What follows belongs to an exercise in optimizing a design on an open flow for small area; a production flow would make more cautious choices. Only simulation tests tie the RTL to the original design; equivalence was not proved. No activity file was given, so power comes from the tool's default toggle rates.

<file path="flow/design.v">
module regfile_sb #(
  parameter int XLEN     = 32,
  parameter int AW       = 5,
  parameter int ZERO_REG = 1
) (
  input  logic            CLK,
  input  logic            RST,
  input  logic [AW-1:0]   rs1,
  input  logic [AW-1:0]   rs2,
  output logic [XLEN-1:0] rs1_value,
  output logic [XLEN-1:0] rs2_value,
  input  logic [AW-1:0]   rd,
  input  logic [XLEN-1:0] indata,
  input  logic            RegWrite,
  input  logic            issue_valid,
  input  logic [AW-1:0]   issue_rd,
  input  logic            issue_wr,
  input  logic            use_rs1,
  input  logic            use_rs2,
  output logic            stall,
  output logic            rs1_busy,
  output logic            rs2_busy,
  output logic [AW:0]     pend_cnt
);
  localparam int NREG = 1 << AW;
  logic [XLEN-1:0] regs_q [NREG];
  logic [NREG-1:0] busy_q, busy_d;
  logic [AW:0]     pend_cnt_q, pend_cnt_d;
  logic wr_en;       
  logic set_en;      
  logic waw_busy;    
  logic raw1, raw2, waw;
  logic inc, dec;
  function automatic logic is_zero(input logic [AW-1:0] a);
    is_zero = (ZERO_REG != 0) && (a == '0);
  endfunction
  assign wr_en = RegWrite && !is_zero(rd);
  logic fwd1, fwd2;
  assign fwd1 = wr_en && (rd == rs1);
  assign fwd2 = wr_en && (rd == rs2);
  always_comb begin
    rs1_value = is_zero(rs1) ? '0 : (fwd1 ? indata : regs_q[rs1]);
    rs2_value = is_zero(rs2) ? '0 : (fwd2 ? indata : regs_q[rs2]);
  end
  assign rs1_busy = busy_q[rs1] && !fwd1;
  assign rs2_busy = busy_q[rs2] && !fwd2;
  assign waw_busy = busy_q[issue_rd] && !(RegWrite && (rd == issue_rd));
  assign raw1  = use_rs1 && rs1_busy;
  assign raw2  = use_rs2 && rs2_busy;
  assign waw   = issue_wr && waw_busy;
  assign stall = issue_valid && (raw1 || raw2 || waw);
  assign set_en = issue_valid && !stall && issue_wr && !is_zero(issue_rd);
  assign inc = set_en && !busy_q[issue_rd];
  assign dec = RegWrite && busy_q[rd] && !(set_en && (issue_rd == rd));
  always_comb begin
    busy_d = busy_q;
    if (RegWrite) busy_d[rd]       = 1'b0;
    if (set_en)   busy_d[issue_rd] = 1'b1;
    pend_cnt_d = pend_cnt_q + (AW+1)'(inc) - (AW+1)'(dec);
  end
  always_ff @(posedge CLK or posedge RST) begin
    if (RST) begin
      busy_q     <= '0;
      pend_cnt_q <= '0;
    end else begin
      busy_q     <= busy_d;
      pend_cnt_q <= pend_cnt_d;
    end
  end
  always_ff @(posedge CLK or posedge RST) begin
    if (RST) begin
      for (int i = 0; i < NREG; i++) regs_q[i] <= '0;
    end else if (wr_en) begin
      regs_q[rd] <= indata;
    end
  end
  assign pend_cnt = pend_cnt_q;
endmodule
</file>
<file path="flow/run.sh">
#!/bin/bash
# synth_recipe.tcl (not shown) runs the flow's synth.tcl, then flattens the netlist and writes it again
# the make line also repeats each setting of config.mk as NAME=value (left out here)
make -C /OpenROAD-flow-scripts/flow DESIGN_CONFIG=/design/flow/config.mk WORK_HOME=/design/flow/orfs CLKGATE_MAP_FILE= SYNTH_SCRIPT=/design/flow/synth_recipe.tcl finish
</file>
<file path="flow/config.mk">
export PLATFORM = sky130hd
export DESIGN_NAME = regfile_sb
export DESIGN_NICKNAME = regfile_sb
export VERILOG_FILES = /design/flow/design.v
export SDC_FILE = /design/flow/constraint.sdc
export NUM_CORES = 4
export LEC_CHECK = 0
export CAP_MARGIN = 20
export CORE_MARGIN = 2
export CORE_UTILIZATION = 35
export SETUP_SLACK_MARGIN = 0.2
export SLEW_MARGIN = 20
</file>
<file path="flow/constraint.sdc">
create_clock -name core_clock -period 7.0 [get_ports {CLK}]
set_input_delay 1.4000 -clock core_clock [delete_from_list [all_inputs] [get_ports {CLK}]]
set_output_delay 1.4000 -clock core_clock [all_outputs]
set_load 0.01 [all_outputs]
</file>
==> out/results.ini <==
[outcome]
status = complete, no violations

[hold_path]
min_path_cells = 1
min-delay-start = pend_cnt_q[0]
hp-class = reg -> reg
holdPathEnd = pend_cnt_q[0]

[clock_tree]
cts_tree = built
ctsRootBufferMaster = clkbuf_16
clk_pin_slew_ns = 0.06
numCtsBuffers = 112
hold_buffers = 0
h-tree-depth = 3
cts_buffer_depth = 3
clk_latency_ns = 0.74
cts_sinks = 1030

[grt]
grt.busiest_layer = met2
antenna_found_initial = 14
met1_usage_pct = 45.1
met2_usage_pct = 50.1
grt_pass1_wl_mm = 387
grt_pass1_vias = 46474
grt_max_degree = 176
grt_usage_pct = 35.5
met3_usage_pct = 12.8
overflow = 0

[critical_path]
worstReg2RegStart = busy_q[18]
cp.required_ns = 5.60
worst_path_max_delay_cell = clkdlybuf4s50_1
cp-start-kind = primary input
r2r-end = pend_cnt_q[4]
cp_max_fo = 10
cp_common_cell = buf_4
cp_top_family = buffers and inverters
r2r_cells = 15
crit_path_max_incr_delay_ns = 0.69
r2r_slack_ns = 3.00
path_buf_inv = 5
path_class = in -> out
crit_path_end_kind = output pin
cp_cell_sequence = clkdlybuf4s50_1 -> nand2b_1 -> buf_4 -> nor2_4 -> buf_4 -> a22oi_1 -> nand4_1 -> or4_1 -> a22oi_1 -> buf_4 -> nor2_1 -> clkdlybuf4s50_1
cp.arrival_ns = 5.46

[floorplan]
die_y_um = 394
die-width_um = 394
num_rows = 143
initial_core_util_pct = 35.1
io_pins = 132
fp.dieArea_mm2 = 0.155
core_mm2 = 0.151

[drt]
vias = 48497
drc = 0
wire_per_inst_um = 41.2
vias_per_cell = 7.06
drtAntennaViolNets = 0
drtIter0Drc = 8928
wirelength_mm = 283
drtPass1Iterations = 11

[sta]
fin_tns_setup_ns = 0
min_period_over_period_pct = 97.9
grt_setup_unrepaired = true
maxClockFrequency_mhz = 146
fin_skew_ns = 0.00757
slew-limit-headroom_pct = 17.5
hold_viol = 0
setup_violations = 0
report.final.slew_viol_count = 0
post-route-min-period_ns = 6.86
worst_pin_slew_ns = 1.23

[place]
portBuffers = 131
dp.cells = 6643
gp_congestion = 1.02
dp_hpwl_mm = 178
post_dp_cell_area_mm2 = 0.0588

[pwr]
cellLeakagePower_nw = 27.2
ir_drop_v = 0.000192
power.total_w = 0.0177
power.density_mw_per_mm2 = 282

[final_layout]
fin_nets = 4817
utilization_pct = 41.5
layout-drive-gt1-share_pct = 35.2
area_delta_synth_final_pct = 18.2
fin_area_mm2 = 0.0629
final_common_cell = dfrtp_1
fin_cells = 6869
layout_common_cells = dfrtp_1, mux2_2, a22oi_1, buf_4, nand2_1

[logic_synthesis]
yosys_warnings = 2
ys_async_sr_fraction_pct = 100
synthFlopType = dfrtp_1
syn_inst = 4608
ys_types = 80
synth.ff_latch_count = 1030
ys_seq_area_share_pct = 48.5
synth_top_area_cell = dfrtp_1
netlist.area_leader.share_pct = 48.5
synth_nets = 4684
syn_area_per_cell_um2 = 11.5
syn-cell-area_mm2 = 0.0532
synth_edf_count = 0
synthTopCellsByArea = dfrtp_1, mux2_2, a22oi_1

[run]
maxCapViolCount = 0

-- routing by layer --
metal  share of wire (%)  wire, µm  vias up
li1                    -         -    18046
met1                  37    105000    24602
met2                  41    116000     4443
met3                  14     38300     1390
met4                 8.4     23700       16
met5               0.037       106        -
-- Yosys cell counts, types with 11 or more instances --
| master | n |
|---|---|
| a21oi_1 | 79 |
| a221oi_1 | 15 |
| a222oi_1 | 44 |
| a22o_1 | 33 |
| a22oi_1 | 784 |
| a31oi_1 | 14 |
| and3_1 | 38 |
| and4_1 | 18 |
| buf_1 | 115 |
| buf_2 | 128 |
| buf_6 | 11 |
| clkbuf_1 | 199 |
| dfrtp_1 | 1030 |
| ha_1 | 16 |
| inv_1 | 20 |
| mux2_2 | 996 |
| mux2i_1 | 18 |
| mux4_2 | 25 |
| nand2_1 | 252 |
| nand3_1 | 85 |
| nand4_1 | 100 |
| nor2_1 | 130 |
| nor2b_1 | 11 |
| nor3_1 | 56 |
| nor4_1 | 45 |
| o21ai_0 | 97 |
| o21ai_1 | 19 |
| o41ai_1 | 32 |
| or3_1 | 16 |
| xnor2_1 | 16 |
-- flip-flops by register name (all words and copies together) (netlist names) --
| signal | flops |
|---|---|
| busy_q | 32 |
| pend_cnt_q | 6 |
| regs_q | 992 |
-- cells by family after synthesis --
| family | synth area share (%) |
|---|---|
| AOI/OAI and AO/OA | 16.6 |
| muxes | 22.5 |
| DFF | 48.5 |
| and+or+nand+nor | 7.78 |
| buffers and inverters | 3.86 |
| xor gates and xnor gates | 0.362 |
| adders and majority gates | 0.414 |
-- where the power goes --
part	total, W	switching [W]	internal [W]
sequential	0.00846	0.00133	0.00714
combinational	0.00288	0.00140	0.00148
clock	0.00636	0.00269	0.00367
-- worst max path at each step --
| stage | cells past startpoint | startpoint | slack [ns] | endpoint |
|---|---|---|---|---|
| global placement | 11 | rs2[0] | 0.11 | rs2_value[15] |
| global route | 11 | rs2[0] | 0.11 | rs2_value[19] |
| finish | 12 | rs2[0] | 0.14 | rs2_value[2] |
| floorplan | 1 | RST | -8.60 | busy_q[0] |
| CTS | 11 | rs2[0] | 0.22 | rs2_value[19] |
| detailed placement | 11 | rs2[0] | 0.08 | rs2_value[15] |
-- per-stage QoR --
stage / setup WS (ns) / hold WS [ns]
CTS: 0.222 / 0.511
detailed placement: 0.0848 / 0.497
global placement: 0.108 / 0.489
finish: 0.144 / 0.508
global route: 0.114 / 0.532
floorplan: -8.60 / 0.485
-- worst register-to-register path: cells and delay by family (launching register included) --
family / cells / cell delay, ns
muxes: 1 / 0.52
xor gates and xnor gates: 1 / 0.12
buffers and inverters: 2 / 0.30
and+or+nand+nor: 2 / 0.16
AOI/OAI and AO/OA: 6 / 1.47
adders and majority gates: 3 / 0.93
DFF: 1 / 0.44
-- what timing repair did --
action / 4_1_cts / 5_1_grt
pin swaps: 3 / 2
setup buffers: 7 / 3
endpoints found under the setup margin: 2 / 9
resized for setup: 1 / 7
-- final cells by class --
cell class	instances	area [µm²]
clock inverter	51	676
antenna	12	30.0
clock buffer	149	3220
timing repair buffer	476	4600
inverter	21	82.6
fill	14416	88500
tap	2030	2540
multi-input combinational	3100	26000
sequential	1030	25800

afterwards: timing with drivers on the ports:
No port has a modelled driver above. Below, the same layout with a new extraction and two added sets of constraints.
Step 1 sets driving cells, clkbuf_16 on the clock port and buf_2 on the other inputs (assumed; they add their load-dependent delay and slew).
Step 2, shift: input delay + t, output delay - t, t = (earliest + latest rising clock arrival at the registers) / 2. This alone moves slack from input paths to output paths.
a / b / c = no drivers / after step 1 / after step 2; a / b = the first two.
t, ns: 0.835
setup slack, ns: 0.144 / 0.047 / 0.047
pins driven straight from the clock port: 1
After both steps this run still meets setup and hold. For this run, drivers alone change the setup slack by -0.097 ns; drivers and shift together by -0.097 ns.
